This design comes from an exercise in tuning for small area and a short achievable clock period on the open sky130 flow, not from production work.
Where RTL was checked, it was by simulation tests only, not by an equivalence proof against the original.
Only the layout flow was run in run 2; the RTL was not checked for function there.
No activity file was given, so power comes from the tool's default toggle rates.

File: flow/run.sh
#!/bin/bash
# synth_recipe.tcl (not shown) runs the flow's synth.tcl, then flattens the netlist and writes it again
# the make line also repeats each setting of config.mk as NAME=value (left out here)
make -C /OpenROAD-flow-scripts/flow DESIGN_CONFIG=/design/flow/config.mk WORK_HOME=/design/flow/orfs CLKGATE_MAP_FILE= SYNTH_SCRIPT=/design/flow/synth_recipe.tcl finish
File: flow/config.mk
export PLATFORM = sky130hd
export DESIGN_NAME = pram_fifo
export DESIGN_NICKNAME = pram_fifo
export VERILOG_FILES = /design/flow/design.v
export SDC_FILE = /design/flow/constraint.sdc
export NUM_CORES = 4
export LEC_CHECK = 0
export CAP_MARGIN = 20
export CORE_MARGIN = 2
export CORE_UTILIZATION = 40
export SLEW_MARGIN = 20
File: flow/constraint.sdc
create_clock -name core_clock -period 4.0 [get_ports {clk}]
set_input_delay 0.8000 -clock core_clock [delete_from_list [all_inputs] [get_ports {clk}]]
set_output_delay 0.8000 -clock core_clock [all_outputs]
set_load 0.01 [all_outputs]
File: flow/design.v
module pram_fifo #(
    parameter int DEPTH  = 64,
    parameter int ADDR_W = 6
) (
    input  logic              clk,
    input  logic              reset,
    input  logic              cpu_we,
    input  logic [15:0]       cpu_wdata,
    input  logic              flush,
    input  logic              re,
    output logic [31:0]       PRAMdata,
    output logic              empty,
    output logic              full,
    output logic [ADDR_W:0]   count,
    output logic              half_pending,
    output logic              overflow,
    output logic              underflow
);
    typedef enum logic {
        S_IDLE = 1'b0,
        S_HALF = 1'b1
    } asm_state_t;
    localparam logic [ADDR_W:0] LP_DEPTH = (ADDR_W+1)'(DEPTH);
    localparam logic [15:0]     LP_SWAP  = 16'hFFFF;
    asm_state_t        r_state;
    asm_state_t        w_state_nxt;
    logic [15:0]       r_hi;
    logic [31:0]       r_mem [DEPTH];
    logic [ADDR_W-1:0] r_rptr;
    logic [ADDR_W-1:0] r_wptr;
    logic [ADDR_W:0]   r_count;
    logic [31:0]       r_data;
    logic              r_ovf;
    logic              r_udf;
    logic              w_push_req;
    logic              w_load_hi;
    logic [31:0]       w_push_word;
    logic              w_full;
    logic              w_empty;
    logic              w_pop;
    logic              w_push;
    logic              w_drop;
    logic              w_udf;
    assign w_full  = (r_count == LP_DEPTH);
    assign w_empty = (r_count == '0);
    assign w_pop   = re & ~w_empty & ~flush;
    assign w_udf   = re & w_empty & ~flush;
    assign w_push  = w_push_req & (~w_full | w_pop);
    assign w_drop  = w_push_req & ~w_push;
    always_ff @(posedge clk) begin
        if (!reset) begin
            r_state <= S_IDLE;
        end else begin
            r_state <= w_state_nxt;
        end
    end
    always_comb begin
        w_state_nxt = r_state;
        if (flush) begin
            w_state_nxt = S_IDLE;
        end else if (cpu_we) begin
            unique case (r_state)
                S_IDLE: begin
                    if (cpu_wdata != LP_SWAP) begin
                        w_state_nxt = S_HALF;
                    end
                end
                S_HALF: begin
                    w_state_nxt = S_IDLE;
                end
                default: begin
                    w_state_nxt = S_IDLE;
                end
            endcase
        end
    end
    always_comb begin
        w_push_req  = 1'b0;
        w_load_hi   = 1'b0;
        w_push_word = {r_hi, cpu_wdata};
        if (cpu_we && !flush) begin
            unique case (r_state)
                S_IDLE: begin
                    if (cpu_wdata == LP_SWAP) begin
                        w_push_req  = 1'b1;
                        w_push_word = 32'hFFFF_FFFF;
                    end else begin
                        w_load_hi = 1'b1;
                    end
                end
                S_HALF: begin
                    w_push_req = 1'b1;
                end
                default: begin
                    w_push_req = 1'b0;
                end
            endcase
        end
    end
    always_ff @(posedge clk) begin
        if (!reset) begin
            r_hi <= '0;
        end else if (w_load_hi) begin
            r_hi <= cpu_wdata;
        end
    end
    always_ff @(posedge clk) begin
        if (w_push) begin
            r_mem[r_wptr] <= w_push_word;
        end
    end
    always_ff @(posedge clk) begin
        if (!reset || flush) begin
            r_rptr  <= '0;
            r_wptr  <= '0;
            r_count <= '0;
        end else begin
            if (w_push) begin
                r_wptr <= r_wptr + 1'b1;
            end
            if (w_pop) begin
                r_rptr <= r_rptr + 1'b1;
            end
            unique case ({w_push, w_pop})
                2'b10:   r_count <= r_count + 1'b1;
                2'b01:   r_count <= r_count - 1'b1;
                default: r_count <= r_count;
            endcase
        end
    end
    always_ff @(posedge clk) begin
        if (!reset) begin
            r_data <= '0;
        end else if (w_pop) begin
            r_data <= r_mem[r_rptr];
        end
    end
    always_ff @(posedge clk) begin
        if (!reset || flush) begin
            r_ovf <= 1'b0;
            r_udf <= 1'b0;
        end else begin
            if (w_drop) begin
                r_ovf <= 1'b1;
            end
            if (w_udf) begin
                r_udf <= 1'b1;
            end
        end
    end
    assign PRAMdata     = r_data;
    assign empty        = w_empty;
    assign full         = w_full;
    assign count        = r_count;
    assign half_pending = (r_state == S_HALF);
    assign overflow     = r_ovf;
    assign underflow    = r_udf;
endmodule
==> run_results.csv, run 1 <==
group,metric,value,unit
pwr,p_total,44.05,mW
route,antenna_left,0,
synth,netlist_top_cells_area,"edfxtp_1 (76%), mux4_2 (13%), mux2i_1 (2.9%)",
global_routing,grt_pass1_vias,39870,
route,drtIter0Drc,5046,
placement,pre_cts_ws,0.09084,ns
layout,syn_to_final_growth,17.65,%
critical_path,crit_type,"reg -> out",
synth,avgSynthCellArea,21.55,µm²
layout,fillerInstances,16420,
global_routing,grt_pass1_wl,292.0,mm
floorplanning,start_util,40.18,%
global_routing,grt-ovfl-total,0,
synth,ys_ff_latch,2118,
pwr,vdd_drop_max,453.3,µV
timing,slew_headroom,30.26,%
timing,rsz0062_at_grt,"false",
synth,synth_edf_count,2048,
timing,tightest_slew,1.043,ns
synth,netlist_top_cells_count,"edfxtp_1 (2048), mux4_2 (466), mux2i_1 (234)",
cts,clockBufferDepth,3,
critical_path,crit_arrival,2.80,ns
layout,multiInputGateArea,17560,µm²
placement,port_buffers,64,
synth,synth_top_flop_cell,"edfxtp_1",
critical_path,cp-end-kind,"output pin",
placement,place.gp.congestion,0.8408,
cts,post_cts_buffers,0,
synth,yosysWarnings,1,
synth,synthArstFlopShare,0,%
cts,clkSlewWorstSetupHoldPaths,0.06,ns
floorplanning,num_io_pins,65,
cts,cts_hold_buf,0,
layout,layout-drive-gt1-share,28.23,%
cts,htree_levels,4,
timing,fin_skew,0.04441,ns
critical_path,path_max_fanout,4,
timing,drv_slew,0,
synth,synth_top_area_share,75.81,%
cts,cts.sinks,2118,
floorplanning,rows,165,
cts,cts.repair.resized,0,
placement,dpl.hpwl,128.0,mm
layout,num-nets-final,4167,
route,post_drt_wl_per_cell,29.21,µm
floorplanning,die_height,454.3,µm
critical_path,startpoint_type,"register",
synth,syn_area,81120,µm²
synth,synth_seq_area_share,77.54,%
cts,root_buffer,"clkbuf_16",
timing,fin_ws,0.3981,ns
route,vias_per_cell,5.640,
route,drtPass1Iterations,6,
global_routing,grt_max_degree,66,
synth,syn-num-nets,3793,
synth,syn_inst,3764,
cts,cts_tree,"done",
floorplanning,coreArea,201900,µm²
timing,fin_crit,3.602,ns
cts,cts_made_buffers,201,
critical_path,crit_required,3.20,ns
timing,hold_viol,0,
timing,setup_tns,0,ns
floorplanning,die_w,454.3,µm
timing,setup_viol,0,
floorplanning,die_area,206400,µm²
synth,ys_types,54,
timing,clock.fmax,277.6,MHz
layout,seq_area,62920,µm²
global_routing,antenna_found_initial,11,
global_routing,grt.total_usage,19.74,%
timing,period_share,90.05,%
route,post-route-drc-count,0,
timing,hold_ws,0.3471,ns
job,cap_violations,0,
run_status,status,"complete, no violations",
route,drt_wl_total,204.1,mm
synth,synth.most_common_cell,"edfxtp_1",
pwr,cellPowerDensity,461.5,nW/µm²
pwr,p_leak,29.94,nW
hold_path,hold_path.class,"in -> reg",
cts,clock_latency,0.84,ns
layout,post-route-util,47.27,%
route,vias,39410,
synth,yosysTopAreaCell,"edfxtp_1",
==> power by group <==
group	switching [mW]	total [mW]	internal (mW)
clock	8.32	19.2	10.8
sequential	0.00883	24.3	24.3
combinational	0.471	0.589	0.118
==> worst max-delay path, stage by stage (launching register included) <==
cell	delay (ns)
dfxtp_1	0.34
nor4_1	0.68
nand2_1	0.24
nor2_1	0.15
clkdlybuf4s50_1	0.55
==> cell families after synthesis <==
group	share of synthesized area, %
AO/OA/AOI/OAI	2.681
flip-flops	77.54
AND/OR/NAND/NOR	2.051
multiplexers	15.95
buffers and inverters	1.507
adder cells (fa/ha/maj)	0.1326
XOR/XNOR	0.1404
==> placed cells by master (no fill, tap or decap), types with 8 or more instances in the layout <==
| cell | n |
|---|---|
| edfxtp_1 | 2048 |
| mux4_2 | 466 |
| mux2i_1 | 234 |
| clkbuf_16 | 201 |
| buf_4 | 183 |
| buf_12 | 150 |
| nand2_1 | 99 |
| a22oi_1 | 84 |
| a21oi_1 | 78 |
| nor2_4 | 66 |
| dfxtp_1 | 65 |
| nor2_1 | 61 |
| clkdlybuf4s50_1 | 48 |
| clkinv_1 | 45 |
| clkbuf_1 | 40 |
| o21ai_0 | 39 |
| clkinv_2 | 38 |
| nand3_1 | 32 |
| o221ai_1 | 30 |
| a211oi_1 | 23 |
| bufinv_16 | 22 |
| nand4_1 | 18 |
| nor2b_1 | 18 |
| nand2b_2 | 16 |
| o22ai_1 | 16 |
| buf_2 | 16 |
| a32oi_1 | 14 |
| nor3_1 | 12 |
| o211ai_1 | 11 |
| mux2_2 | 9 |
| nand2b_1 | 8 |
==> final cells by class <==
cell class	instances	share of cell area (%)
Sequential cell	2118	65.93
Multi-Input combinational cell	1412	18.40
Clock buffer	247	5.514
Timing Repair Buffer	397	5.173
Tap cell	2672	3.503
Clock inverter	129	1.445
Inverter	8	0.03146
Antenna cell	5	0.01311
==> sequential cells by signal, summed over array words and instances, names as in the netlist <==
register	cells
r_udf	1
r_wptr	6
r_state	1
r_mem	2048
r_ovf	1
r_hi	16
r_count	7
r_data	32
r_rptr	6
==> per-layer routing <==
metal	track usage (%)	up-vias	wire (µm)
met1	27.95	21160	85580
met4	3.999	0	3304
met2	32.44	1490	101300
li1	-	16530	-
met5	0	-	0
met3	3.222	235	13940
==> path summary, 6_finish.rpt <==
check                     start      endpoint  slack, ns  cells past startpoint
hold reg to reg           r_ovf         r_ovf       0.49                      2
hold / removal    cpu_wdata[12]  r_mem[4][12]       0.35                      2
setup / recovery     r_count[2]          full       0.40                      4
setup reg to reg      r_rptr[0]    r_data[21]       0.72                      8
==> per-stage QoR <==
step | instances | cell area [µm²]
2_1_floorplan | 3764 | 81120
3_3_place_gp | 6607 | 88780
3_5_place_dp | 6607 | 88780
4_1_cts | 6983 | 95420
5_1_grt | 6983 | 95420
6_report | 6988 | 95440
==> run 2, diff against run 1 <==
==> flow/design.v (replaced) <==
module pram_fifo #(
    parameter int DEPTH  = 64,
    parameter int ADDR_W = 6
) (
    input  logic              clk,
    input  logic              reset,
    input  logic              cpu_we,
    input  logic [15:0]       cpu_wdata,
    input  logic              flush,
    input  logic              re,
    output logic [31:0]       PRAMdata,
    output logic              empty,
    output logic              full,
    output logic [ADDR_W:0]   count,
    output logic              half_pending,
    output logic              overflow,
    output logic              underflow
);
    localparam logic [ADDR_W:0] LP_DEPTH = (ADDR_W+1)'(DEPTH);
    logic [31:0]           r_mem [DEPTH];
    logic [ADDR_W-1:0]     r_wptr;
    logic [DEPTH-1:0]      r_rsel;      
    logic [15:0]           r_hi;        
    logic                  r_half;
    logic [ADDR_W:0]       r_count;
    logic                  r_empty;
    logic                  r_full;
    logic [31:0]           r_data;
    logic                  r_ovf;
    logic                  r_udf;
    logic w_swap, w_pop, w_push_req, w_push, w_drop, w_clr, w_wen;
    logic [ADDR_W:0] w_cnt_inc, w_cnt_dec;
    logic w_one, w_almost;
    logic [31:0] w_rd;
    assign w_clr      = ~reset | flush;
    assign w_swap     = &cpu_wdata;
    assign w_pop      = re & ~r_empty;
    assign w_push_req = cpu_we & (r_half | w_swap);
    assign w_push     = w_push_req & (~r_full | re);
    assign w_drop     = w_push_req & r_full & ~re;
    assign w_wen      = ~r_full | re;
    always_ff @(posedge clk) begin
        if (w_wen) r_mem[r_wptr] <= {r_hi, cpu_wdata};
    end
    always_ff @(posedge clk) begin
        if (w_clr) begin
            r_half <= 1'b0;
            r_hi   <= 16'hFFFF;
        end else if (cpu_we) begin
            r_half <= ~r_half & ~w_swap;
            r_hi   <= r_half ? 16'hFFFF : cpu_wdata;
        end
    end
    always_ff @(posedge clk) begin
        if (w_clr) begin
            r_wptr <= '0;
            r_rsel <= DEPTH'(1);
        end else begin
            if (w_push) r_wptr <= r_wptr + 1'b1;
            if (w_pop)  r_rsel <= {r_rsel[DEPTH-2:0], r_rsel[DEPTH-1]};
        end
    end
    assign w_cnt_inc = r_count + 1'b1;
    assign w_cnt_dec = r_count - 1'b1;
    assign w_one     = (r_count == (ADDR_W+1)'(1));
    assign w_almost  = (r_count == LP_DEPTH - 1'b1);
    always_ff @(posedge clk) begin
        if (w_clr) begin
            r_count <= '0;
            r_empty <= 1'b1;
            r_full  <= 1'b0;
        end else if (w_push & ~w_pop) begin
            r_count <= w_cnt_inc;
            r_empty <= 1'b0;
            r_full  <= w_almost;
        end else if (w_pop & ~w_push) begin
            r_count <= w_cnt_dec;
            r_empty <= w_one;
            r_full  <= 1'b0;
        end
    end
    always_comb begin
        w_rd = '0;
        for (int i = 0; i < DEPTH; i++) begin
            w_rd = w_rd | (r_mem[i] & {32{r_rsel[i]}});
        end
    end
    always_ff @(posedge clk) begin
        if (!reset) begin
            r_data <= '0;
        end else if (w_pop & ~flush) begin
            r_data <= w_rd;
        end
    end
    always_ff @(posedge clk) begin
        if (w_clr) begin
            r_ovf <= 1'b0;
            r_udf <= 1'b0;
        end else begin
            if (w_drop)         r_ovf <= 1'b1;
            if (re & r_empty)   r_udf <= 1'b1;
        end
    end
    assign PRAMdata     = r_data;
    assign empty        = r_empty;
    assign full         = r_full;
    assign count        = r_count;
    assign half_pending = r_half;
    assign overflow     = r_ovf;
    assign underflow    = r_udf;
endmodule
--- a/flow/config.mk
+++ b/flow/config.mk
@@ -8,4 +8,6 @@
 export CAP_MARGIN = 20
 export CORE_MARGIN = 2
-export CORE_UTILIZATION = 40
+export CORE_UTILIZATION = 50
+export PLACE_DENSITY = 0.65
+export SETUP_SLACK_MARGIN = 2.0
 export SLEW_MARGIN = 20
==> run_results.csv, run 2 <==
group,metric,value,unit
timing,setup_tns,0,ns
critical_path,startpoint_type,"input pin",
global_routing,antenna_found_initial,29,
synth,avgSynthCellArea,18.21,µm²
pwr,p_leak,28.90,nW
route,drt_wl_total,348.8,mm
floorplanning,start_util,50.29,%
critical_path,cp-end-kind,"register",
hold_path,hold_path.class,"in -> reg",
floorplanning,rows,144,
route,vias_per_cell,7.756,
cts,clkSlewWorstSetupHoldPaths,0.06,ns
cts,clockBufferDepth,3,
cts,cts_made_buffers,205,
global_routing,grt-ovfl-total,0,
timing,fin_skew,0.05563,ns
layout,syn_to_final_growth,23.50,%
layout,layout-drive-gt1-share,26.60,%
synth,synth_top_area_share,79.38,%
cts,cts.sinks,2178,
layout,fillerInstances,10570,
global_routing,use_met2,57.90,%
placement,dpl.hpwl,190.4,mm
critical_path,reg2reg_from,"r_half",
timing,tightest_slew,0.9357,ns
placement,dp_cells,6363,
placement,port_buffers,64,
synth,syn-num-nets,4281,
global_routing,grt_use_met1,53.85,%
cts,cts_tree,"done",
global_routing,grt.total_usage,42.86,%
global_routing,grt_pass1_wl,445.8,mm
timing,clock.fmax,398.2,MHz
synth,synth_seq_area_share,82.74,%
synth,syn_inst,4255,
critical_path,cp-startpoint,"cpu_wdata[5]",
floorplanning,die_height,397.6,µm
synth,synth_top_flop_cell,"edfxtp_1",
route,drtPass1Iterations,9,
route,vias,54670,
critical_path,crit_required,4.70,ns
cts,clock_latency,0.87,ns
layout,layoutNonFillerInstCount,7048,
critical_path,reg2reg_depth,12,
timing,drv_slew,0,
placement,place.gp.congestion,0.9490,
layout,top_regs,"r_mem: 2048 flops, r_rsel: 64 flops, r_data: 32 flops",
layout,largest_reg_flops,2048,
synth,netlist_top_cells_area,"edfxtp_1 (79%), a22oi_1 (5.6%), dfxtp_1 (3.4%)",
layout,regMostFlops,"r_mem",
synth,syn_area,77480,µm²
cts,root_buffer,"clkbuf_16",
timing,fin_crit,2.511,ns
critical_path,crit_type,"in -> reg",
global_routing,grt_pass1_vias,49360,
route,post-route-drc-count,0,
placement,pre_cts_ws,0.2297,ns
job,cap_violations,0,
synth,ys_ff_latch,2178,
layout,num-nets-final,4827,
synth,yosysTopAreaCell,"edfxtp_1",
critical_path,path_max_fanout,4,
synth,yosysWarnings,1,
timing,rsz0062_at_grt,"true",
timing,hold_viol,0,
floorplanning,die_area,158100,µm²
timing,slew_headroom,37.62,%
synth,synthArstFlopShare,0,%
timing,setup_viol,0,
critical_path,crit_arrival,3.21,ns
layout,layout_common_cells,"edfxtp_1 (2048), a22oi_1 (569), buf_4 (340), clkbuf_16 (216), a22o_1 (214)",
timing,fin_ws,1.489,ns
run_status,status,"complete, no violations",
floorplanning,num_io_pins,65,
timing,hold_ws,0.2938,ns
route,post_drt_wl_per_cell,49.48,µm
route,drtIter0Drc,13600,
pwr,cellPowerDensity,471.7,nW/µm²
global_routing,busiest_layer,"met2",
synth,synth.most_common_cell,"edfxtp_1",
pwr,vdd_drop_max,393.8,µV
timing,period_share,62.78,%
layout,final_common_cell,"edfxtp_1",
synth,netlist_top_cells_count,"edfxtp_1 (2048), a22oi_1 (576), a221oi_1 (224), a22o_1 (224), clkbuf_1 (215)",
route,antenna_left,0,
hold_path,min_from,"cpu_wdata[14]",
cts,htree_levels,4,
synth,synth_edf_count,2048,
floorplanning,die_w,397.6,µm
global_routing,use_met3,19.87,%
hold_path,min_delay_path_depth,1,
synth,ys_types,43,
floorplanning,coreArea,154000,µm²
global_routing,grt_max_degree,66,
[run 2: cell count changes after synthesis, moves of 60 or more]
cell	change
mux2i_1	-234
a22oi_1	+492
a221oi_1	+224
mux4_2	-466
a22o_1	+224
nand4_1	+148
dfxtp_1	+60
clkbuf_1	+118
nand2_1	+65
[run 2: area by class of cell]
cell class	count	area [µm²]	share of cell area, %
multi-input cells	1770	14330	14.97
flip-flops and latches	2178	64500	67.41
well taps	2044	2557	2.673
diodes	26	65.06	0.06800
clock inverters	82	902.1	0.9429
clock buffers	302	5839	6.103
repair buffers	640	7468	7.806
inverters	6	25.02	0.02615
[run 2: final timing paths]
check                       end  slack, ns
setup / recovery     r_count[4]       1.49
hold / removal    r_mem[21][14]       0.29
setup reg to reg     r_count[4]       1.63
hold reg to reg         r_hi[7]       0.48
[run 2: report_power, final]
part / total [mW] / internal (mW) / switching (mW)
Combinational: 0.592 / 0.118 / 0.474
Sequential: 24.8 / 24.8 / 0.0407
Clock: 19.7 / 11.1 / 8.57
[run 2: worst max-delay path, stage by stage]
cell and delay (ns):
buf_12 0.11, nand4_1 0.36, buf_4 0.30, o41ai_4 0.23
buf_6 0.20, nand3_4 0.09, inv_4 0.09, ha_4 0.21
and4b_1 0.30, buf_4 0.14, nand2_2 0.07, o31ai_4 0.06
xnor2_1 0.14, nor2_1 0.07
[run 2: through the flow]
step / power, mW / utilization, % / area [µm²]
after floorplan: 25.50 / - / 78160
final: 45.13 / 62.11 / 95680
after global routing: 45.82 / 62.07 / 95620
after detailed placement: 25.88 / 54.05 / 83270
after global placement: 25.87 / 54.05 / 83260
after CTS: 44.92 / 60.93 / 93860
[run 2: timing repair]
item	4_1_cts	5_1_grt
endpoints found under the setup margin	2091	320
cloned	5	8
gates resized for setup	626	152
pin swaps	83	79
hold buffers	0	0
buffers inserted	185	77
[run 2: kinds of logic (layout without fill, tap and decap cells)]
logic type	count (synthesis)	count (layout)	share of synthesized area, %
XOR/XNOR	11	11	0.1243
AO/OA/AOI/OAI	1180	1180	11.72
adder cells (fa/ha/maj)	5	5	0.08075
buffers and inverters	307	1030	1.602
AND/OR/NAND/NOR	574	574	3.735
other	0	26	0
flip-flops	2178	2178	82.74
[run 2: routing by layer]
layer / part of all wire [%] / vias to the layer above
li1: - / 18950
met1: 30 / 26840
met2: 40 / 7109
met3: 20 / 1744
met4: 9.8 / 16
met5: 0.053 / -
==> run 3, diff against run 2 <==
--- a/flow/design.v
+++ b/flow/design.v
@@ -52,4 +52,13 @@
         end
     end
+    logic [ADDR_W-1:0] w_wptr_inc;
+    always_comb begin
+        logic c;
+        c = 1'b1;
+        for (int i = 0; i < ADDR_W; i++) begin
+            w_wptr_inc[i] = r_wptr[i] ^ c;
+            c = c & r_wptr[i];
+        end
+    end
     always_ff @(posedge clk) begin
         if (w_clr) begin
@@ -57,12 +66,25 @@
             r_rsel <= DEPTH'(1);
         end else begin
-            if (w_push) r_wptr <= r_wptr + 1'b1;
+            if (w_push) r_wptr <= w_wptr_inc;
             if (w_pop)  r_rsel <= {r_rsel[DEPTH-2:0], r_rsel[DEPTH-1]};
         end
     end
-    assign w_cnt_inc = r_count + 1'b1;
-    assign w_cnt_dec = r_count - 1'b1;
+    always_comb begin
+        logic c_inc, c_dec;
+        c_inc = 1'b1;
+        c_dec = 1'b1;
+        for (int i = 0; i <= ADDR_W; i++) begin
+            w_cnt_inc[i] = r_count[i] ^ c_inc;
+            w_cnt_dec[i] = r_count[i] ^ c_dec;
+            c_inc = c_inc & r_count[i];
+            c_dec = c_dec & ~r_count[i];
+        end
+    end
     assign w_one     = (r_count == (ADDR_W+1)'(1));
     assign w_almost  = (r_count == LP_DEPTH - 1'b1);
+    logic w_inc, w_dec, w_hold;
+    assign w_inc  = w_push & ~w_pop;
+    assign w_dec  = w_pop & ~w_push;
+    assign w_hold = ~(w_inc | w_dec);
     always_ff @(posedge clk) begin
         if (w_clr) begin
@@ -70,12 +92,10 @@
             r_empty <= 1'b1;
             r_full  <= 1'b0;
-        end else if (w_push & ~w_pop) begin
-            r_count <= w_cnt_inc;
-            r_empty <= 1'b0;
-            r_full  <= w_almost;
-        end else if (w_pop & ~w_push) begin
-            r_count <= w_cnt_dec;
-            r_empty <= w_one;
-            r_full  <= 1'b0;
+        end else begin
+            r_count <= ({(ADDR_W+1){w_inc}}  & w_cnt_inc) |
+                       ({(ADDR_W+1){w_dec}}  & w_cnt_dec) |
+                       ({(ADDR_W+1){w_hold}} & r_count);
+            r_empty <= (w_dec & w_one) | (w_hold & r_empty);
+            r_full  <= (w_inc & w_almost) | (w_hold & r_full);
         end
     end
--- a/flow/config.mk
+++ b/flow/config.mk
@@ -8,6 +8,7 @@
 export CAP_MARGIN = 20
 export CORE_MARGIN = 2
-export CORE_UTILIZATION = 50
-export PLACE_DENSITY = 0.65
-export SETUP_SLACK_MARGIN = 2.0
+export CORE_UTILIZATION = 55
+export PLACE_DENSITY = 0.7
+export SETUP_SLACK_MARGIN = 1.85
 export SLEW_MARGIN = 20
+export TNS_END_PERCENT = 5
==> run_results.csv, run 3 <==
group,metric,value,unit
run_status,status,"complete, no violations",
timing,setup_viol,0,
route,vias_per_cell,7.869,
route,antenna_left,0,
layout,largest_reg_flops,2048,
cts,cts_made_buffers,199,
job,cap_violations,0,
timing,setup_tns,0,ns
route,vias,52960,
global_routing,grt_pass1_wl,431.6,mm
timing,hold_viol,0,
synth,syn_area,78190,µm²
cts,cts_tree,"done",
critical_path,slowest_stage,"dfxtp_2",
global_routing,grt-ovfl-total,0,
synth,netlist_top_cells_area,"edfxtp_1 (79%), a22oi_1 (5.5%), dfxtp_1 (3.3%)",
pwr,vdd_drop_max,497.6,µV
synth,syn-num-nets,4298,
floorplanning,die_height,381.0,µm
timing,fin_crit,2.444,ns
route,post-route-drc-count,0,
floorplanning,rows,138,
global_routing,grt_pass1_vias,48690,
layout,layout_common_cells,"edfxtp_1 (2048), a22oi_1 (574), buf_4 (315), a22o_1 (224), clkbuf_16 (202)",
floorplanning,start_util,55.29,%
cts,cts.sinks,2178,
critical_path,crit_required,4.75,ns
layout,syn_to_final_growth,17.43,%
layout,num-nets-final,4690,
pwr,cellPowerDensity,485.0,nW/µm²
route,drtIter0Drc,13430,
critical_path,cp_num_buf_inv,1,
synth,synth_seq_area_share,81.98,%
layout,layoutNonFillerInstCount,6731,
layout,fillerInstances,9195,
route,drt_wl_total,330.7,mm
global_routing,grt.total_usage,45.03,%
layout,top_regs,"r_mem: 2048 flops, r_rsel: 64 flops, r_data: 32 flops",
critical_path,worst_path_largest_cell_delay,0.60,ns
synth,synth.most_common_cell,"edfxtp_1",
timing,clock.fmax,409.1,MHz
synth,ys_ff_latch,2178,
cts,clockBufferDepth,3,
pwr,p_leak,27.25,nW
synth,ys_types,35,
pwr,p_total,44.53,mW
synth,synthArstFlopShare,0,%
floorplanning,die_area,145200,µm²
timing,hold_ws,0.4887,ns
critical_path,path_max_fanout,19,
synth,yosysTopAreaCell,"edfxtp_1",
placement,dp_cells,6235,
cts,htree_levels,4,
floorplanning,coreArea,141400,µm²
critical_path,startpoint_type,"register",
timing,slew_headroom,22.09,%
placement,place.gp.congestion,0.9749,
route,post_drt_wl_per_cell,49.13,µm
critical_path,r2r_slack,1.56,ns
synth,yosysWarnings,1,
floorplanning,die_w,381.0,µm
synth,syn_inst,4260,
timing,tightest_slew,1.169,ns
hold_path,hold_path.class,"in -> reg",
floorplanning,num_io_pins,65,
timing,period_share,61.11,%
cts,cts_hold_buf,0,
placement,dpl.hpwl,194.3,mm
global_routing,antenna_found_initial,17,
timing,rsz0062_at_grt,"true",
cts,clock_latency,0.89,ns
route,drtPass1Iterations,10,
layout,regMostFlops,"r_mem",
critical_path,crit_type,"reg -> reg",
timing,drv_slew,0,
synth,netlist_top_cells_count,"edfxtp_1 (2048), a22oi_1 (576), a22o_1 (224)",
synth,synth_edf_count,2048,
layout,layout-drive-gt1-share,22.00,%
placement,port_buffers,64,
synth,avgSynthCellArea,18.35,µm²
layout,final_common_cell,"edfxtp_1",
synth,synth_top_flop_cell,"edfxtp_1",
critical_path,crit_path_cell_trace,"buf_4 > a22o_1 > a221oi_1 > nand4_1 > nor4_1 > a21oi_1",
synth,synth_top_area_share,78.65,%
critical_path,crit_arrival,3.19,ns
global_routing,grt_max_degree,66,
critical_path,cp-end-kind,"register",
timing,fin_skew,0.03256,ns
cts,clkSlewWorstSetupHoldPaths,0.07,ns
cts,root_buffer,"clkbuf_16",
critical_path,crit_family,"compound AO/OA/AOI/OAI gates",
==> run 3: what timing repair did <==
item / CTS / global route
pin swaps: 29 / 12
setup buffers: 79 / 27
resized for setup: 386 / 23
setup endpoints to repair: 2022 / 1017
==> run 3: stage by stage <==
step / util (%) / setup WS, ns / instance area (µm²)
after CTS: 64.64 / 1.619 / 91410
after floorplan: - / 1.493 / 78710
final: 64.93 / 1.556 / 91820
after detailed placement: 59.07 / 0.4907 / 83530
after global routing: 64.91 / 1.635 / 91790
after global placement: 59.06 / 0.5399 / 83520
==> run 3: per-layer routing <==
layer / vias to the layer above / routed length, µm / GRT usage [%]
li1: 18640 / - / -
met1: 25530 / 96730 / 54.69
met2: 7089 / 132300 / 60.64
met3: 1698 / 66930 / 22.22
met4: 16 / 34600 / 36.28
met5: - / 140 / 0.03307
==> run 3: logic make-up (layout without fill, tap and decap cells) <==
family,Yosys count,in the layout,synth area share [%]
flops,2178,2178,81.98
compound gates,1184,1184,12.12
simple gates,561,561,3.565
buf+inv,315,883,2.007
fa+ha+maj,17,17,0.2720
xor+xnor,4,4,0.04480
mux,1,1,0.01280
other cells,0,13,0
==> run 3: tightest hold or removal path, cell delays in order <==
cell and delay (ns):
buf_2 0.18, nor2b_2 0.20, o21ai_0 0.09, nor2_1 0.05
==> run 3: power breakdown <==
part / total (mW) / internal (mW) / switching [mW]
Clock: 19.1 / 10.6 / 8.59
Sequential: 24.9 / 24.8 / 0.0669
Combinational: 0.519 / 0.0836 / 0.435
Total: 44.5 / 35.4 / 9.09
==> run 3: cell type report <==
type	count	area, µm²	share of cell area, %
flip-flops and latches	2178	64430	70.17
multi-input cells	1767	13470	14.67
clock buffers	269	5487	5.975
repair buffers	493	4997	5.443
well taps	1890	2365	2.575
clock inverters	108	996.0	1.085
inverters	13	48.80	0.05315
diodes	13	32.53	0.03543
==> run 3: final timing paths <==
check | from | endpoint | cells after the start
max | r_rsel[58] | r_data[14] | 6
min | reset | r_count[0] | 4
max reg2reg | r_rsel[58] | r_data[14] | 6
min reg2reg | r_udf | r_udf | 2
==> run 4, diff against run 3 <==
--- a/flow/config.mk
+++ b/flow/config.mk
@@ -8,6 +8,6 @@
 export CAP_MARGIN = 20
 export CORE_MARGIN = 2
-export CORE_UTILIZATION = 55
-export PLACE_DENSITY = 0.7
+export CORE_UTILIZATION = 50
+export PLACE_DENSITY = 0.65
 export SETUP_SLACK_MARGIN = 1.85
 export SLEW_MARGIN = 20
==> run_results.csv, run 4 <==
group,metric,value,unit
run_status,status,"complete, no violations",
route,post_drt_wl_per_cell,49.43,µm
critical_path,crit_arrival,3.21,ns
floorplanning,die_area,159600,µm²
pwr,cellPowerDensity,483.5,nW/µm²
synth,synth.most_common_cell,"edfxtp_1",
synth,avgSynthCellArea,18.35,µm²
placement,pre_cts_ws,0.4824,ns
global_routing,grt_max_degree,66,
pwr,p_total,44.58,mW
layout,num-nets-final,4679,
synth,synthArstFlopShare,0,%
layout,seq_area,64430,µm²
cts,htree_levels,4,
global_routing,grt-ovfl-total,0,
synth,synth_compound_area_share,12.12,%
floorplanning,num_io_pins,65,
cts,root_buffer,"clkbuf_16",
timing,setup_tns,0,ns
timing,fin_skew,0.03560,ns
layout,layout_common_cells,"edfxtp_1 (2048), a22oi_1 (575), buf_4 (295), a22o_1 (224), clkbuf_16 (208)",
route,vias,52870,
timing,hold_viol,0,
floorplanning,rows,145,
cts,cts.sinks,2178,
global_routing,grt_use_met1,53.57,%
layout,fillerInstances,11200,
global_routing,grt_pass1_vias,47920,
route,drtIter0Drc,12720,
synth,synth-xor-area-share,0.04481,%
pwr,p_leak,27.21,nW
route,drtPass1Iterations,9,
critical_path,cp-end-kind,"register",
cts,clock_latency,0.87,ns
pwr,vdd_drop_max,417.1,µV
synth,netlist_top_cells_count,"edfxtp_1 (2048), a22oi_1 (576), a22o_1 (224)",
cts,cts_hold_buf,0,
critical_path,startpoint_type,"register",
global_routing,use_met3,16.71,%
layout,layoutNonFillerInstCount,6881,
layout,final_common_cell,"edfxtp_1",
layout,post-route-util,59.17,%
floorplanning,die_height,399.5,µm
global_routing,use_met2,58.33,%
timing,slew_headroom,20.04,%
timing,period_share,62.07,%
route,antenna_left,0,
synth,syn_area,78190,µm²
layout,largest_reg_flops,2048,
cts,clockBufferDepth,3,
synth,synthAdderAreaFrac,0.2720,%
route,drt_wl_total,340.2,mm
synth,synth_edf_count,2048,
timing,fin_crit,2.483,ns
timing,drv_slew,0,
synth,synth_top_flop_cell,"edfxtp_1",
synth,synth.area.mux_share,0.01280,%
layout,regMostFlops,"r_mem",
critical_path,path_max_fanout,11,
cts,cts_made_buffers,203,
placement,placedInstanceArea,83730,µm²
route,post-route-drc-count,0,
route,vias_per_cell,7.684,
floorplanning,start_util,50.17,%
global_routing,grt_pass1_wl,440.1,mm
global_routing,antenna_found_initial,23,
timing,clock.fmax,402.8,MHz
timing,rsz0062_at_grt,"true",
timing,tightest_slew,1.199,ns
critical_path,r2r_slack,1.52,ns
floorplanning,die_w,399.5,µm
timing,fin_ws,1.517,ns
synth,synth_seq_area_share,81.98,%
placement,dp_cells,6402,
global_routing,grt.total_usage,42.15,%
synth,synthSimpleGateAreaFrac,3.565,%
placement,dpl.hpwl,193.7,mm
synth,yosysTopAreaCell,"edfxtp_1",
cts,cts_tree,"done",
layout,syn_to_final_growth,17.93,%
placement,port_buffers,64,
synth,netlist_top_cells_area,"edfxtp_1 (79%), a22oi_1 (5.5%), dfxtp_1 (3.3%)",
layout,multiInputGateArea,13560,µm²
timing,hold_ws,0.4821,ns
critical_path,crit_required,4.73,ns
critical_path,crit_type,"reg -> reg",
synth,syn-num-nets,4298,
synth,ys_ff_latch,2178,
floorplanning,coreArea,155800,µm²
synth,ys_types,35,
cts,clkSlewWorstSetupHoldPaths,0.07,ns
layout,layout-drive-gt1-share,21.78,%
hold_path,hold_path.class,"reg -> reg",
synth,syn_inst,4260,
job,cap_violations,0,
synth,synth_top_family_by_area,"compound AO/OA/AOI/OAI gates",
layout,fin_area,92210,µm²
placement,place.gp.congestion,0.9511,
layout,top_regs,"r_mem: 2048 flops, r_rsel: 64 flops, r_data: 32 flops",
synth,synth_top_area_share,78.65,%
global_routing,busiest_layer,"met2",
timing,setup_viol,0,
synth,yosysWarnings,1,
[run 4: path summary, 6_finish.rpt]
| path | startpoint | to | cells after the start |
|---|---|---|---|
| setup reg to reg | r_rsel[2] | r_data[21] | 6 |
| hold reg to reg | r_hi[1] | r_hi[1] | 2 |
| setup / recovery | r_rsel[2] | r_data[21] | 6 |
| hold / removal | r_hi[1] | r_hi[1] | 2 |
[run 4: area by class of cell]
cell class,count,share of cell area [%]
flip-flops and latches,2178,69.88
multi-input cells,1767,14.71
clock buffers,295,6.139
repair buffers,478,5.507
well taps,2058,2.793
clock inverters,81,0.8888
inverters,13,0.05292
diodes,11,0.02985
[run 4: what timing repair did]
item                        CTS  global route
resized for setup           430            55
pin swaps                    24            13
setup buffers                78            11
gates cloned                  2             1
setup endpoints to repair  1801           769
[run 4: routing by layer]
metal	vias to the layer above	part of all wire [%]
met3	1504	19
met2	6571	41
met1	26170	31
met4	22	9.4
met5	-	0.066
li1	18610	-
[run 4: worst max-delay path, stage by stage (launching register included)]
cell	delay, ns
dfxtp_4	0.46
buf_4	0.25
a22o_1	0.26
a221oi_4	0.37
nand4_1	0.38
nor4_4	0.49
a21oi_1	0.11
[run 4: report_power, final]
group / switching [mW] / internal (mW)
clock: 8.58 / 10.6
sequential: 0.0365 / 24.8
combinational: 0.467 / 0.0952
[run 4: cells by family after synthesis]
family,count (synthesis)
AOI/OAI and AO/OA,1184
DFF,2178
xor gates and xnor gates,4
adders and majority gates,17
buffers and inverters,315
muxes,1
and+or+nand+nor,561
==> run 5, diff against run 4 <==
--- a/flow/design.v
+++ b/flow/design.v
@@ -20,5 +20,6 @@
     logic [31:0]           r_mem [DEPTH];
     logic [ADDR_W-1:0]     r_wptr;
-    logic [DEPTH-1:0]      r_rsel;      
+    logic [DEPTH-1:0]      r_rsel_lo;
+    logic [DEPTH-1:0]      r_rsel_hi;
     logic [15:0]           r_hi;        
     logic                  r_half;
@@ -64,8 +65,12 @@
         if (w_clr) begin
             r_wptr <= '0;
-            r_rsel <= DEPTH'(1);
+            r_rsel_lo <= DEPTH'(1);
+            r_rsel_hi <= DEPTH'(1);
         end else begin
             if (w_push) r_wptr <= w_wptr_inc;
-            if (w_pop)  r_rsel <= {r_rsel[DEPTH-2:0], r_rsel[DEPTH-1]};
+            if (w_pop) begin
+                r_rsel_lo <= {r_rsel_lo[DEPTH-2:0], r_rsel_lo[DEPTH-1]};
+                r_rsel_hi <= {r_rsel_hi[DEPTH-2:0], r_rsel_hi[DEPTH-1]};
+            end
         end
     end
@@ -103,5 +108,5 @@
         w_rd = '0;
         for (int i = 0; i < DEPTH; i++) begin
-            w_rd = w_rd | (r_mem[i] & {32{r_rsel[i]}});
+            w_rd = w_rd | (r_mem[i] & {{16{r_rsel_hi[i]}}, {16{r_rsel_lo[i]}}});
         end
     end
--- a/flow/config.mk
+++ b/flow/config.mk
@@ -8,7 +8,8 @@
 export CAP_MARGIN = 20
 export CORE_MARGIN = 2
-export CORE_UTILIZATION = 50
-export PLACE_DENSITY = 0.65
-export SETUP_SLACK_MARGIN = 1.85
+export CORE_UTILIZATION = 55
+export CTS_CLUSTER_DIAMETER = 100
+export CTS_CLUSTER_SIZE = 30
+export PLACE_DENSITY = 0.7
+export SETUP_SLACK_MARGIN = 1.9
 export SLEW_MARGIN = 20
-export TNS_END_PERCENT = 5
==> run_results.csv, run 5 <==
group,metric,value,unit
synth,syn_area,79830,µm²
synth,syn-num-nets,4576,
timing,period_share,64.78,%
cts,cts_tree,"done",
placement,port_buffers,64,
route,post_drt_wl_per_cell,47.13,µm
synth,avgSynthCellArea,17.59,µm²
synth,netlist_top_cells_count,"edfxtp_1 (2048), a22oi_1 (576), nand2_1 (288)",
timing,tightest_slew,1.099,ns
cts,cts.sinks,2242,
critical_path,crit_path_cell_trace,"buf_6 > nand4_1 > o41ai_4 > buf_4 > nand3_4 > inv_2 > ha_4 > a222oi_1 > nor2_1",
timing,hold_viol,0,
route,drt_wl_total,317.7,mm
synth,synth_top_flop_cell,"edfxtp_1",
pwr,combPwrFrac,1.5,%
route,vias,53140,
pwr,power.internal,29.79,mW
route,drtPass1Iterations,6,
timing,fin_crit,2.591,ns
timing,setup_tns,0,ns
timing,slew_headroom,26.73,%
layout,largest_reg_flops,2048,
synth,synth_top_area_share,77.04,%
route,drtIter0Drc,13080,
pwr,power.share.clock,30.2,%
layout,fin_area,89830,µm²
cts,htree_levels,3,
timing,clock.fmax,385.9,MHz
synth,yosysTopAreaCell,"edfxtp_1",
critical_path,crit_type,"in -> reg",
global_routing,grt_pass1_wl,414.5,mm
pwr,sw_frac_of_total,20.20,%
placement,dp_cells,6519,
layout,layout_common_cells,"edfxtp_1 (2048), a22oi_1 (569), buf_4 (300), nand2_1 (280), a22o_1 (215)",
timing,rsz0062_at_grt,"true",
pwr,vdd_drop_max,470.6,µV
route,vias_per_cell,7.883,
layout,final_common_cell,"edfxtp_1",
global_routing,antenna_found_initial,10,
timing,setup_viol,0,
global_routing,grt_pass1_vias,47560,
cts,cts_made_buffers,84,
critical_path,startpoint_type,"input pin",
route,antenna_left,0,
synth,syn_inst,4538,
floorplanning,die_w,385.0,µm
placement,place.gp.congestion,0.9794,
cts,clock_latency,0.79,ns
layout,layoutNonFillerInstCount,6741,
critical_path,slowest_stage,"o41ai_4",
timing,fin_ws,1.409,ns
layout,top_regs,"r_mem: 2048 flops, r_rsel_hi: 64 flops, r_rsel_lo: 64 flops",
floorplanning,die_area,148200,µm²
synth,ys_types,37,
layout,num-nets-final,4795,
global_routing,grt.total_usage,42.16,%
pwr,p_leak,25.77,nW
hold_path,hold_path.class,"reg -> reg",
synth,ys_ff_latch,2242,
run_status,status,"complete, no violations",
critical_path,crit_family,"compound AO/OA/AOI/OAI gates",
route,post-route-drc-count,0,
cts,clkSlewWorstSetupHoldPaths,0.11,ns
critical_path,cp_num_buf_inv,3,
cts,cts_hold_buf,0,
pwr,netSwitchingPower,7.539,mW
timing,drv_slew,0,
placement,pre_cts_ws,0.2137,ns
synth,netlist_top_cells_area,"edfxtp_1 (77%), a22oi_1 (5.4%), dfxtp_1 (4.9%)",
critical_path,path_max_fanout,8,
synth,synth_edf_count,2048,
pwr,sequentialPowerShare,68.2,%
timing,fin_skew,0.02756,ns
placement,placedInstanceArea,84950,µm²
critical_path,cp-end-kind,"register",
job,cap_violations,0,
synth,synth.most_common_cell,"edfxtp_1",
critical_path,crit_arrival,3.25,ns
floorplanning,rows,139,
floorplanning,die_height,385.0,µm
layout,syn_to_final_growth,12.53,%
floorplanning,coreArea,143800,µm²
critical_path,crit_required,4.66,ns
layout,post-route-util,62.46,%
cts,clockBufferDepth,3,
layout,layout-drive-gt1-share,19.30,%
synth,yosysWarnings,1,
layout,regMostFlops,"r_mem",
pwr,cellPowerDensity,415.5,nW/µm²
floorplanning,num_io_pins,65,
synth,synth_seq_area_share,81.90,%
floorplanning,start_util,55.50,%
placement,dpl.hpwl,194.9,mm
critical_path,worst_path_largest_cell_delay,0.83,ns
global_routing,grt_max_degree,129,
cts,root_buffer,"clkbuf_16",
synth,synthArstFlopShare,0,%
global_routing,grt-ovfl-total,0,
[run 5: metrics by stage]
step	total power [mW]	hold slack, ns
floorplan	26.15	0.5022
global placement	26.55	0.4447
detailed placement	26.56	0.4582
CTS	37.07	0.4729
global route	37.87	0.5038
finish	37.33	0.4781
[run 5: kinds of logic after synthesis]
group	after synthesis	share of synthesized area, %
simple gates	690	4.106
buf+inv	337	1.848
compound gates	1247	11.82
mux	1	0.01254
xor+xnor	4	0.04388
flops	2242	81.90
fa+ha+maj	17	0.2664
[run 5: metal layers]
layer,vias up,GRT usage (%),wire [µm]
met1,26130,55.87,100300
met5,-,0,45
met4,4,23.38,22360
met3,1201,21.26,67440
met2,6792,56.31,127600
li1,19020,-,-
[run 5: timing repair]
| action | 4_1_cts | 5_1_grt |
|---|---|---|
| resized for setup | 511 | 152 |
| pin swaps | 58 | 73 |
| endpoints found under the setup margin | 2096 | 368 |
| gates cloned | 0 | 1 |
| buffers inserted | 27 | 27 |
[run 5: layout make-up]
class	instances	area, µm²
diodes	13	32.53
clock buffers	153	2477
clock inverters	1	8.758
fillers	9837	53990
inverters	13	51.30
multi-input cells	1959	14920
flip-flops and latches	2242	65700
well taps	1903	2381
repair buffers	457	4257
[run 5: worst paths after layout]
path / startpoint / slack [ns] / cells after the start / to
hold / removal: r_rsel_lo[7] / 0.48 / 2 / r_rsel_lo[7]
hold reg to reg: r_rsel_lo[7] / 0.48 / 2 / r_rsel_lo[7]
setup / recovery: cpu_wdata[5] / 1.41 / 9 / r_count[3]
setup reg to reg: r_rsel_lo[30] / 1.76 / 5 / r_data[8]
[run 5: power by group through the flow]
stage	Clock, mW	Combinational [mW]	Sequential, mW
after CTS	11.1	0.534	25.5
after global routing	11.8	0.568	25.5
after detailed placement	0	0.522	26.0
after floorplan	0	0.102	26.0
final	11.3	0.573	25.5
after global placement	0	0.512	26.0
[run 5: worst reg2reg max path, stage by stage, from the launching register on]
cell and delay [ns]:
dfxtp_1 0.43, buf_4 0.31, a22oi_1 0.49, nand4_1 0.39
nor4_4 0.40, a21oi_1 0.11
==> run 6, diff against run 5 <==
--- a/flow/config.mk
+++ b/flow/config.mk
@@ -9,6 +9,4 @@
 export CORE_MARGIN = 2
 export CORE_UTILIZATION = 55
-export CTS_CLUSTER_DIAMETER = 100
-export CTS_CLUSTER_SIZE = 30
 export PLACE_DENSITY = 0.7
 export SETUP_SLACK_MARGIN = 1.9
==> run_results.csv, run 6 <==
group,metric,value,unit
placement,dpl.hpwl,194.9,mm
cts,cts_hold_buf,0,
pwr,power.share.clock,43.4,%
layout,layoutNonFillerInstCount,6977,
timing,slew_headroom,26.56,%
critical_path,r2r_slack,1.74,ns
synth,netlist_top_cells_area,"edfxtp_1 (77%), a22oi_1 (5.4%), dfxtp_1 (4.9%)",
timing,period_share,61.95,%
route,drtPass1Iterations,9,
cts,cts.sinks,2242,
synth,synth_top_flop_cell,"edfxtp_1",
layout,final_common_cell,"edfxtp_1",
hold_path,hold_path.class,"reg -> reg",
pwr,power.internal,36.92,mW
hold_path,min_delay_path_depth,2,
cts,clock_latency,0.86,ns
timing,fin_ws,1.522,ns
route,drt_wl_total,323.6,mm
critical_path,crit_arrival,3.21,ns
timing,setup_tns,0,ns
floorplanning,start_util,55.50,%
cts,htree_levels,4,
synth,yosysWarnings,1,
critical_path,cp-startpoint,"cpu_wdata[5]",
critical_path,crit_type,"in -> reg",
global_routing,grt-ovfl-total,0,
layout,largest_reg_flops,2048,
synth,synth_edf_count,2048,
job,cap_violations,0,
critical_path,cp-end-kind,"register",
route,drtIter0Drc,13500,
layout,multiInputGateArea,14980,µm²
layout,post-route-util,65.69,%
layout,layout_common_cells,"edfxtp_1 (2048), a22oi_1 (569), buf_4 (307), nand2_1 (279), clkbuf_16 (214)",
timing,setup_viol,0,
timing,rsz0062_at_grt,"true",
synth,synth_seq_area_share,81.90,%
hold_path,min_from,"r_rsel_lo[7]",
pwr,p_total,46.12,mW
layout,num-nets-final,4926,
synth,synth_top_area_share,77.04,%
floorplanning,die_height,385.0,µm
synth,syn_inst,4538,
critical_path,crit_required,4.73,ns
placement,pre_cts_ws,0.2137,ns
global_routing,grt.total_usage,42.89,%
layout,fin_area,94480,µm²
critical_path,r2r_end,"r_data[16]",
placement,place.gp.congestion,0.9794,
synth,syn_area,79830,µm²
layout,layout-drive-gt1-share,23.28,%
layout,fillerInstances,9277,
route,antenna_left,0,
synth,yosysTopAreaCell,"edfxtp_1",
timing,fin_skew,0.03232,ns
critical_path,path_max_fanout,8,
critical_path,reg2reg_from,"r_rsel_hi[8]",
global_routing,antenna_found_initial,11,
hold_path,whs_endpoint,"r_rsel_lo[7]",
synth,synth.most_common_cell,"edfxtp_1",
route,vias_per_cell,7.751,
synth,ys_ff_latch,2242,
route,post-route-drc-count,0,
timing,fin_crit,2.478,ns
pwr,vdd_drop_max,440.2,µV
floorplanning,rows,139,
critical_path,startpoint_type,"input pin",
pwr,sequentialPowerShare,55.3,%
cts,root_buffer,"clkbuf_16",
pwr,cellPowerDensity,488.1,nW/µm²
synth,avgSynthCellArea,17.59,µm²
cts,cts_made_buffers,204,
layout,seq_area,65720,µm²
floorplanning,coreArea,143800,µm²
synth,synthArstFlopShare,0,%
floorplanning,num_io_pins,65,
route,post_drt_wl_per_cell,46.38,µm
global_routing,grt_pass1_vias,49240,
cts,clockBufferDepth,3,
cts,clkSlewWorstSetupHoldPaths,0.06,ns
timing,drv_slew,0,
route,vias,54080,
critical_path,reg2reg_depth,6,
pwr,netSwitchingPower,9.203,mW
layout,regMostFlops,"r_mem",
pwr,sw_frac_of_total,19.96,%
synth,netlist_top_cells_count,"edfxtp_1 (2048), a22oi_1 (576), nand2_1 (288)",
global_routing,grt_max_degree,129,
synth,syn-num-nets,4576,
floorplanning,die_w,385.0,µm
floorplanning,die_area,148200,µm²
placement,port_buffers,64,
placement,placedInstanceArea,84950,µm²
timing,clock.fmax,403.6,MHz
timing,tightest_slew,1.102,ns
pwr,combPwrFrac,1.3,%
placement,dp_cells,6519,
timing,hold_viol,0,
layout,top_regs,"r_mem: 2048 flops, r_rsel_hi: 64 flops, r_rsel_lo: 64 flops",
layout,syn_to_final_growth,18.35,%
run_status,status,"complete, no violations",
timing,hold_ws,0.4693,ns
global_routing,grt_pass1_wl,422.4,mm
pwr,p_leak,28.05,nW
synth,ys_types,37,
cts,cts_tree,"done",
[run 6: cell counts after synthesis]
No cell type changed its count.
[run 6: critical path: stages]
cell and delay [ns]:
buf_6 0.07, nand4_1 0.48, o41ai_4 0.82, buf_4 0.25
nand3_4 0.09, inv_2 0.09, ha_4 0.22, a222oi_1 0.31
nor2_1 0.07
[run 6: kinds of logic (layout without fill, tap and decap cells)]
group | count (synthesis) | in the layout | synth area share [%]
flops | 2242 | 2242 | 81.90
compound gates | 1247 | 1247 | 11.82
simple gates | 690 | 690 | 4.106
buf+inv | 337 | 867 | 1.848
fa+ha+maj | 17 | 17 | 0.2664
xor+xnor | 4 | 4 | 0.04388
mux | 1 | 1 | 0.01254
other cells | 0 | 6 | 0
[run 6: worst max path at each step]
stage,to,slack (ns),cells after the start
floorplan,r_count[2],1.53,9
global placement,r_count[4],0.14,8
detailed placement,r_count[3],0.21,8
CTS,r_count[4],1.55,9
global route,r_count[3],1.45,9
finish,r_count[3],1.52,9
[run 6: timing repair]
item                                   in CTS  in global routing
resized for setup                         571                161
setup endpoints to repair                2064                273
pin swaps                                  64                 62
cloned                                      0                  1
endpoints found under the hold margin       0                  0
setup buffers                              32                 33
[run 6: final cells by class]
cell class	instances	area share [%]
sequential	2242	69.56
multi-input combinational	1959	15.85
clock buffer	299	6.365
timing repair buffer	468	4.742
tap	1903	2.520
clock inverter	87	0.8860
inverter	13	0.05430
antenna	6	0.01589
[run 6: routing by layer]
layer,up-vias,wire [µm],track usage [%]
li1,19430,-,-
met1,26500,101000,55.76
met2,6785,129400,57.51
met3,1355,68980,22.62
met4,14,23980,24.11
met5,-,210,0.3899
[run 6: power groups by stage]
stage / Combinational (mW) / Clock [mW] / Sequential [mW]
6_report: 0.582 / 20.0 / 25.5
3_3_place_gp: 0.512 / 0 / 26.0
3_5_place_dp: 0.522 / 0 / 26.0
5_1_grt: 0.576 / 20.8 / 25.5
2_1_floorplan: 0.102 / 0 / 26.0
4_1_cts: 0.540 / 19.9 / 25.5
==> run 7, diff against run 6 <==
==> flow/flow/run.sh (new file) <==
#!/bin/bash
# The standard layout, with the control pins grouped on one edge.
set -euo pipefail
here="$(cd "$(dirname "${BASH_SOURCE[0]}")" && pwd)"
cd "$here/.."
bash standard.sh IO_CONSTRAINTS="$here/io.tcl" finish > make_finish.log 2>&1
==> flow/flow/io.tcl (new file) <==
# Keep the control inputs and the status outputs together on one edge, so the
# swap-token detect and the occupancy logic are not spread across the die.
set_io_pin_constraint -region left:* -group -pin_names {cpu_wdata[0] cpu_wdata[1] cpu_wdata[2] cpu_wdata[3] cpu_wdata[4] cpu_wdata[5] cpu_wdata[6] cpu_wdata[7] cpu_wdata[8] cpu_wdata[9] cpu_wdata[10] cpu_wdata[11] cpu_wdata[12] cpu_wdata[13] cpu_wdata[14] cpu_wdata[15] cpu_we re flush reset count[0] count[1] count[2] count[3] count[4] count[5] count[6] empty full half_pending overflow underflow}
==> flow/standard.sh (new file) <==
#!/bin/bash
# synth_recipe.tcl (not shown) runs the flow's synth.tcl, then flattens the netlist and writes it again
# the make line also repeats each setting of config.mk as NAME=value (left out here)
make -C /OpenROAD-flow-scripts/flow DESIGN_CONFIG=/design/flow/config.mk WORK_HOME=/design/flow/orfs CLKGATE_MAP_FILE= SYNTH_SCRIPT=/design/flow/synth_recipe.tcl "${@:-finish}"
--- a/flow/config.mk
+++ b/flow/config.mk
@@ -9,4 +9,6 @@
 export CORE_MARGIN = 2
 export CORE_UTILIZATION = 55
+export CTS_CLUSTER_DIAMETER = 80
+export CTS_CLUSTER_SIZE = 25
 export PLACE_DENSITY = 0.7
 export SETUP_SLACK_MARGIN = 1.9
removed: flow/run.sh
==> run_results.csv, run 7 <==
group,metric,value,unit
cts,cts_tree,"done",
timing,fin_skew,0.03390,ns
cts,htree_levels,3,
critical_path,crit_arrival,3.19,ns
global_routing,use_met2,57.80,%
synth,yosysWarnings,1,
placement,port_buffers,64,
layout,num-nets-final,4818,
pwr,cellPowerDensity,419.5,nW/µm²
layout,final_common_cell,"edfxtp_1",
route,drt_wl_total,320.1,mm
layout,layout_common_cells,"edfxtp_1 (2048), a22oi_1 (563), buf_4 (323), nand2_1 (281), a22o_1 (212)",
cts,clock_latency,0.78,ns
layout,regMostFlops,"r_mem",
timing,slew_headroom,16.77,%
global_routing,antenna_found_initial,15,
route,post-route-drc-count,0,
global_routing,grt_pass1_wl,419.6,mm
synth,yosysTopAreaCell,"edfxtp_1",
global_routing,grt_use_met1,55.97,%
layout,layout-drive-gt1-share,20.11,%
route,antenna_left,0,
timing,rsz0062_at_grt,"true",
cts,clkSlewWorstSetupHoldPaths,0.10,ns
synth,synth.most_common_cell,"edfxtp_1",
floorplanning,die_area,148200,µm²
critical_path,cp_num_buf_inv,1,
route,post_drt_wl_per_cell,47.23,µm
timing,clock.fmax,393.9,MHz
layout,syn_to_final_growth,13.15,%
synth,synth_top_flop_cell,"edfxtp_1",
global_routing,grt.total_usage,42.73,%
critical_path,crit_type,"reg -> reg",
synth,synth_edf_count,2048,
timing,period_share,63.46,%
route,drtIter0Drc,13930,
cts,cts_made_buffers,99,
critical_path,crit_required,4.65,ns
critical_path,cp-end-kind,"register",
timing,drv_slew,0,
cts,root_buffer,"clkbuf_16",
route,vias_per_cell,7.851,
route,vias,53200,
synth,synth_seq_area_share,81.90,%
run_status,status,"complete, no violations",
critical_path,worst_path_largest_cell_delay,0.65,ns
synth,ys_ff_latch,2242,
synth,syn_area,79830,µm²
timing,setup_viol,0,
critical_path,crit_family,"simple AND/OR/NAND/NOR gates",
pwr,p_leak,26.00,nW
hold_path,hold_path.class,"reg -> reg",
pwr,vdd_drop_max,391.6,µV
critical_path,crit_path_cell_trace,"buf_12 > a22o_4 > a221oi_4 > nand4_1 > nor4_4 > a21oi_1",
global_routing,grt_max_degree,97,
global_routing,grt_pass1_vias,48160,
job,cap_violations,0,
synth,syn_inst,4538,
synth,syn-num-nets,4576,
synth,synth_top_area_share,77.04,%
timing,hold_ws,0.4679,ns
synth,netlist_top_cells_count,"edfxtp_1 (2048), a22oi_1 (576), nand2_1 (288)",
layout,largest_reg_flops,2048,
pwr,p_total,37.89,mW
layout,top_regs,"r_mem: 2048 flops, r_rsel_hi: 64 flops, r_rsel_lo: 64 flops",
synth,avgSynthCellArea,17.59,µm²
cts,clockBufferDepth,3,
placement,dpl.hpwl,199.3,mm
cts,cts.sinks,2242,
critical_path,path_max_fanout,5,
timing,fin_crit,2.539,ns
global_routing,busiest_layer,"met2",
global_routing,grt-ovfl-total,0,
timing,hold_viol,0,
floorplanning,die_w,385.0,µm
layout,post-route-util,62.80,%
synth,netlist_top_cells_area,"edfxtp_1 (77%), a22oi_1 (5.4%), dfxtp_1 (4.9%)",
timing,setup_tns,0,ns
timing,tightest_slew,1.248,ns
floorplanning,rows,139,
placement,place.gp.congestion,1.003,
synth,synthArstFlopShare,0,%
route,drtPass1Iterations,8,
global_routing,use_met3,21.77,%
critical_path,startpoint_type,"register",
floorplanning,coreArea,143800,µm²
synth,ys_types,37,
floorplanning,die_height,385.0,µm
floorplanning,start_util,55.50,%
floorplanning,num_io_pins,65,
critical_path,slowest_stage,"nand4_1",
run 7: cell count changes in the layout (fill, tap and decap cells not counted), sizes merged:
cell           change
inv                -5
clkbuf           -120
clkdlybuf4s15      +1
clkinv            -59
buf                -1
diode              +5
clkinvlp           -5
dlygate4sd2        -1
bufinv            -15
run 7: what timing repair did:
action	4_1_cts	5_1_grt
buffers inserted	38	16
gates cloned	0	0
gates resized for setup	517	161
endpoints found under the hold margin	0	0
setup endpoints to repair	2085	351
pin swaps	55	65
hold buffers	0	0
run 7: through the flow:
step	cells	setup WS [ns]	cell area [µm²]
after global placement	6528	0.7467	85100
after floorplan	4538	1.529	80530
after CTS	6750	1.636	89350
after detailed placement	6528	0.7230	85100
final	6777	1.461	90330
after global routing	6767	1.589	90300
run 7: routing by layer:
metal | up-vias | routed length, µm
met4 | 18 | 22720
met5 | - | 391
met1 | 26030 | 99060
met2 | 6791 | 128700
met3 | 1274 | 69210
li1 | 19100 | -
run 7: area by class of cell:
type	count	area (µm²)
fill	9818	53500
timing repair buffer	465	4187
multi-input combinational	1959	15090
antenna	11	27.53
clock inverter	3	30.03
sequential	2242	65730
inverter	13	53.80
clock buffer	181	2828
tap	1903	2381
run 7: final timing paths:
path / from / to / slack [ns] / depth (start not counted)
min reg2reg: r_rsel_lo[17] / r_rsel_lo[17] / 0.47 / 2
max: r_rsel_hi[19] / r_data[27] / 1.46 / 6
min: r_rsel_lo[17] / r_rsel_lo[17] / 0.47 / 2
max reg2reg: r_rsel_hi[19] / r_data[27] / 1.46 / 6
run 7: tightest hold or removal path: stages, from the launching register on:
cell	delay, ns
dfxtp_1	0.33
nand2_1	0.05
a21oi_1	0.05
run 7: logic make-up after synthesis:
| group | share of synthesized area, % |
|---|---|
| AO/OA/AOI/OAI | 11.82 |
| XOR/XNOR | 0.04388 |
| adder cells (fa/ha/maj) | 0.2664 |
| buffers and inverters | 1.848 |
| flip-flops | 81.90 |
| multiplexers | 0.01254 |
| AND/OR/NAND/NOR | 4.106 |
run 7: where the power goes:
part / internal (mW) / total, mW / switching, mW / leakage [nW]
clock network: 4.83 / 11.8 / 7.02 / 1.35
registers: 25.4 / 25.5 / 0.114 / 18.4
logic: 0.0877 / 0.518 / 0.430 / 6.27
total: 30.3 / 37.9 / 7.56 / 26.0
==> run 8, diff against run 7 <==
--- a/flow/config.mk
+++ b/flow/config.mk
@@ -12,4 +12,4 @@
 export CTS_CLUSTER_SIZE = 25
 export PLACE_DENSITY = 0.7
-export SETUP_SLACK_MARGIN = 1.9
+export SETUP_SLACK_MARGIN = 2.0
 export SLEW_MARGIN = 20
==> run_results.csv, run 8 <==
group,metric,value,unit
cts,clock_latency,0.79,ns
cts,htree_levels,3,
synth,ys_ff_latch,2242,
global_routing,grt_max_degree,97,
layout,layout_common_cells,"edfxtp_1 (2048), a22oi_1 (556), buf_4 (323), nand2_1 (281), a22o_1 (195)",
layout,num-nets-final,4912,
critical_path,crit_type,"reg -> reg",
timing,slew_headroom,19.89,%
route,drt_wl_total,327.9,mm
floorplanning,die_area,148200,µm²
critical_path,r2r_end,"r_data[27]",
synth,synth.most_common_cell,"edfxtp_1",
timing,tightest_slew,1.202,ns
layout,top_regs,"r_mem: 2048 flops, r_rsel_hi: 64 flops, r_rsel_lo: 64 flops",
layout,final_common_cell,"edfxtp_1",
placement,dp_cells,6528,
timing,period_share,63.71,%
pwr,vdd_drop_max,389.4,µV
hold_path,hold_path.class,"reg -> reg",
layout,largest_reg_flops,2048,
critical_path,path_max_fanout,5,
cts,cts_tree,"done",
timing,fin_crit,2.548,ns
cts,root_buffer,"clkbuf_16",
floorplanning,coreArea,143800,µm²
timing,fin_skew,0.04362,ns
synth,synth_top_area_share,77.04,%
global_routing,grt_pass1_wl,422.4,mm
critical_path,crit_required,4.66,ns
floorplanning,die_height,385.0,µm
critical_path,startpoint_type,"register",
timing,setup_viol,0,
timing,hold_viol,0,
layout,layoutNonFillerInstCount,6871,
run_status,status,"complete, no violations",
placement,dpl.hpwl,199.3,mm
cts,cts_hold_buf,0,
critical_path,crit_arrival,3.21,ns
synth,syn-num-nets,4576,
critical_path,r2r_slack,1.45,ns
pwr,p_total,37.94,mW
synth,syn_area,79830,µm²
floorplanning,num_io_pins,65,
synth,avgSynthCellArea,17.59,µm²
placement,port_buffers,64,
timing,rsz0062_at_grt,"true",
floorplanning,die_w,385.0,µm
floorplanning,rows,139,
cts,clkSlewWorstSetupHoldPaths,0.10,ns
global_routing,antenna_found_initial,15,
floorplanning,start_util,55.50,%
synth,yosysWarnings,1,
route,vias_per_cell,7.853,
route,antenna_left,0,
route,vias,53960,
synth,synth_seq_area_share,81.90,%
synth,netlist_top_cells_count,"edfxtp_1 (2048), a22oi_1 (576), nand2_1 (288)",
critical_path,reg2reg_from,"r_rsel_hi[19]",
synth,netlist_top_cells_area,"edfxtp_1 (77%), a22oi_1 (5.4%), dfxtp_1 (4.9%)",
synth,synthArstFlopShare,0,%
layout,syn_to_final_growth,15.91,%
synth,ys_types,37,
timing,clock.fmax,392.4,MHz
layout,layout-drive-gt1-share,23.12,%
global_routing,grt-ovfl-total,0,
cts,cts_made_buffers,99,
cts,clockBufferDepth,3,
route,drtIter0Drc,13820,
global_routing,grt_pass1_vias,48520,
timing,drv_slew,0,
synth,synth_top_flop_cell,"edfxtp_1",
route,post_drt_wl_per_cell,47.72,µm
timing,setup_tns,0,ns
pwr,p_leak,26.89,nW
synth,yosysTopAreaCell,"edfxtp_1",
critical_path,cp-startpoint,"r_rsel_hi[19]",
placement,place.gp.congestion,1.003,
job,cap_violations,0,
synth,syn_inst,4538,
cts,cts.sinks,2242,
critical_path,endpoint,"r_data[27]",
route,drtPass1Iterations,7,
layout,regMostFlops,"r_mem",
critical_path,reg2reg_depth,6,
route,post-route-drc-count,0,
pwr,cellPowerDensity,410.0,nW/µm²
synth,synth_edf_count,2048,
critical_path,cp-end-kind,"register",
global_routing,grt.total_usage,43.07,%
run 8: changes by cell type in the layout (fill, tap and decap cells not counted), moves of 8 or more:
cell	delta
a221oi_2	+14
dfxtp_4	+33
buf_12	+22
dfxtp_2	-20
a22o_4	+13
buf_2	-23
a22o_1	-17
buf_8	+12
a221oi_1	-22
buf_6	+69
a221oi_4	+8
dfxtp_1	-13
run 8: worst min path at each step:
stage | to | slack [ns] | from | cells after the start
after floorplan | r_udf | 0.50 | r_udf | 2
final | r_rsel_lo[17] | 0.49 | r_rsel_lo[17] | 2
after detailed placement | r_rsel_lo[17] | 0.45 | r_rsel_lo[17] | 2
after global routing | r_rsel_hi[63] | 0.51 | r_rsel_hi[63] | 2
after global placement | r_rsel_lo[17] | 0.44 | r_rsel_lo[17] | 2
after CTS | r_rsel_lo[17] | 0.48 | r_rsel_lo[17] | 2
run 8: cell families (layout without fill, tap and decap cells):
logic type | count (synthesis) | after routing | share of synthesized area [%]
flip-flops | 2242 | 2242 | 81.90
AO/OA/AOI/OAI | 1247 | 1247 | 11.82
AND/OR/NAND/NOR | 690 | 690 | 4.106
buffers and inverters | 337 | 756 | 1.848
adder cells (fa/ha/maj) | 17 | 17 | 0.2664
XOR/XNOR | 4 | 4 | 0.04388
multiplexers | 1 | 1 | 0.01254
other | 0 | 11 | 0
run 8: layout make-up:
class / count / area, µm²
fillers: 9526 / 51300
multi-input cells: 1959 / 15610
diodes: 11 / 27.53
clock buffers: 181 / 2828
flip-flops and latches: 2242 / 65830
well taps: 1903 / 2381
repair buffers: 559 / 5763
inverters: 13 / 56.30
clock inverters: 3 / 30.03
run 8: worst max-delay path: stages, from the launching register on:
cell      delay (ns)
dfxtp_4         0.38
buf_12          0.16
a22o_4          0.27
a221oi_4        0.36
nand4_1         0.66
nor4_4          0.48
a21oi_1         0.12
run 8: routing by layer:
metal  GRT usage (%)  vias to the layer above  part of all wire [%]
met5               0                        -                  0.11
met4           24.94                       24                   7.6
met3           22.90                     1391                    22
met2           57.87                     6885                    40
met1           55.46                    26360                    31
li1                -                    19300                     -
run 8: per-stage QoR:
step / setup slack (ns) / utilization, % / hold WS [ns] / area (µm²)
floorplan: 1.529 / - / 0.5022 / 80530
global placement: 0.7467 / 59.17 / 0.4439 / 85100
detailed placement: 0.7230 / 59.17 / 0.4512 / 85100
CTS: 1.746 / 63.03 / 0.4780 / 90650
global route: 1.567 / 64.31 / 0.5119 / 92500
finish: 1.452 / 64.33 / 0.4918 / 92530
run 8: what timing repair did:
action	4_1_cts	5_1_grt
setup endpoints to repair	2210	620
gates resized for setup	722	225
buffers inserted	67	71
pin swaps	102	86
cloned	2	7
run 8: power by group:
group          total, mW  switching [mW]  internal (mW)
combinational      0.536           0.440         0.0960
sequential          25.5           0.112           25.4
clock               11.9            7.07           4.83
total               37.9            7.62           30.3

what the ideal ports hide:
Ports are ideal in the flow. The routed layouts listed here were re-timed in OpenROAD.
Step 1 assumes that a clkbuf_16 drives the clock port and a buf_2 every other input.
Step 2 moves the port delays by t, midway between the first and last clock arrival at a register: inputs arrive t later, outputs are due t later. That takes back most of the time a late clock gives input paths.
Three values: ideal ports, drivers, drivers and shift; two values: the first two.
run | shift t [ns] | slack for setup (ns) | worst hold slack (ns)
run 1 | 0.907 | 0.398 / 0.317 / 0.101 | 0.347 / 0.285 / 0.486
run 2 | 0.935 | 1.489 / 1.502 / 0.567 | 0.294 / 0.225 / 0.485
run 3 | 0.959 | 1.556 / 1.556 / 0.806 | 0.489 / 0.426 / 0.517
run 4 | 0.939 | 1.517 / 1.517 / 0.838 | 0.482 / 0.482 / 0.482
run 5 | 0.859 | 1.409 / 1.452 / 0.592 | 0.478 / 0.478 / 0.478
run 6 | 0.925 | 1.522 / 1.570 / 0.644 | 0.469 / 0.460 / 0.469
run 7 | 0.852 | 1.461 / 1.461 / 1.150 | 0.468 / 0.468 / 0.468
run 8 | 0.857 | 1.452 / 1.452 / 1.209 | 0.492 / 0.492 / 0.492
After both steps setup and hold are still met in every run listed. The setup slack of run 2, which loses most, moves by +0.013 ns with the drivers and by -0.922 ns with both steps.
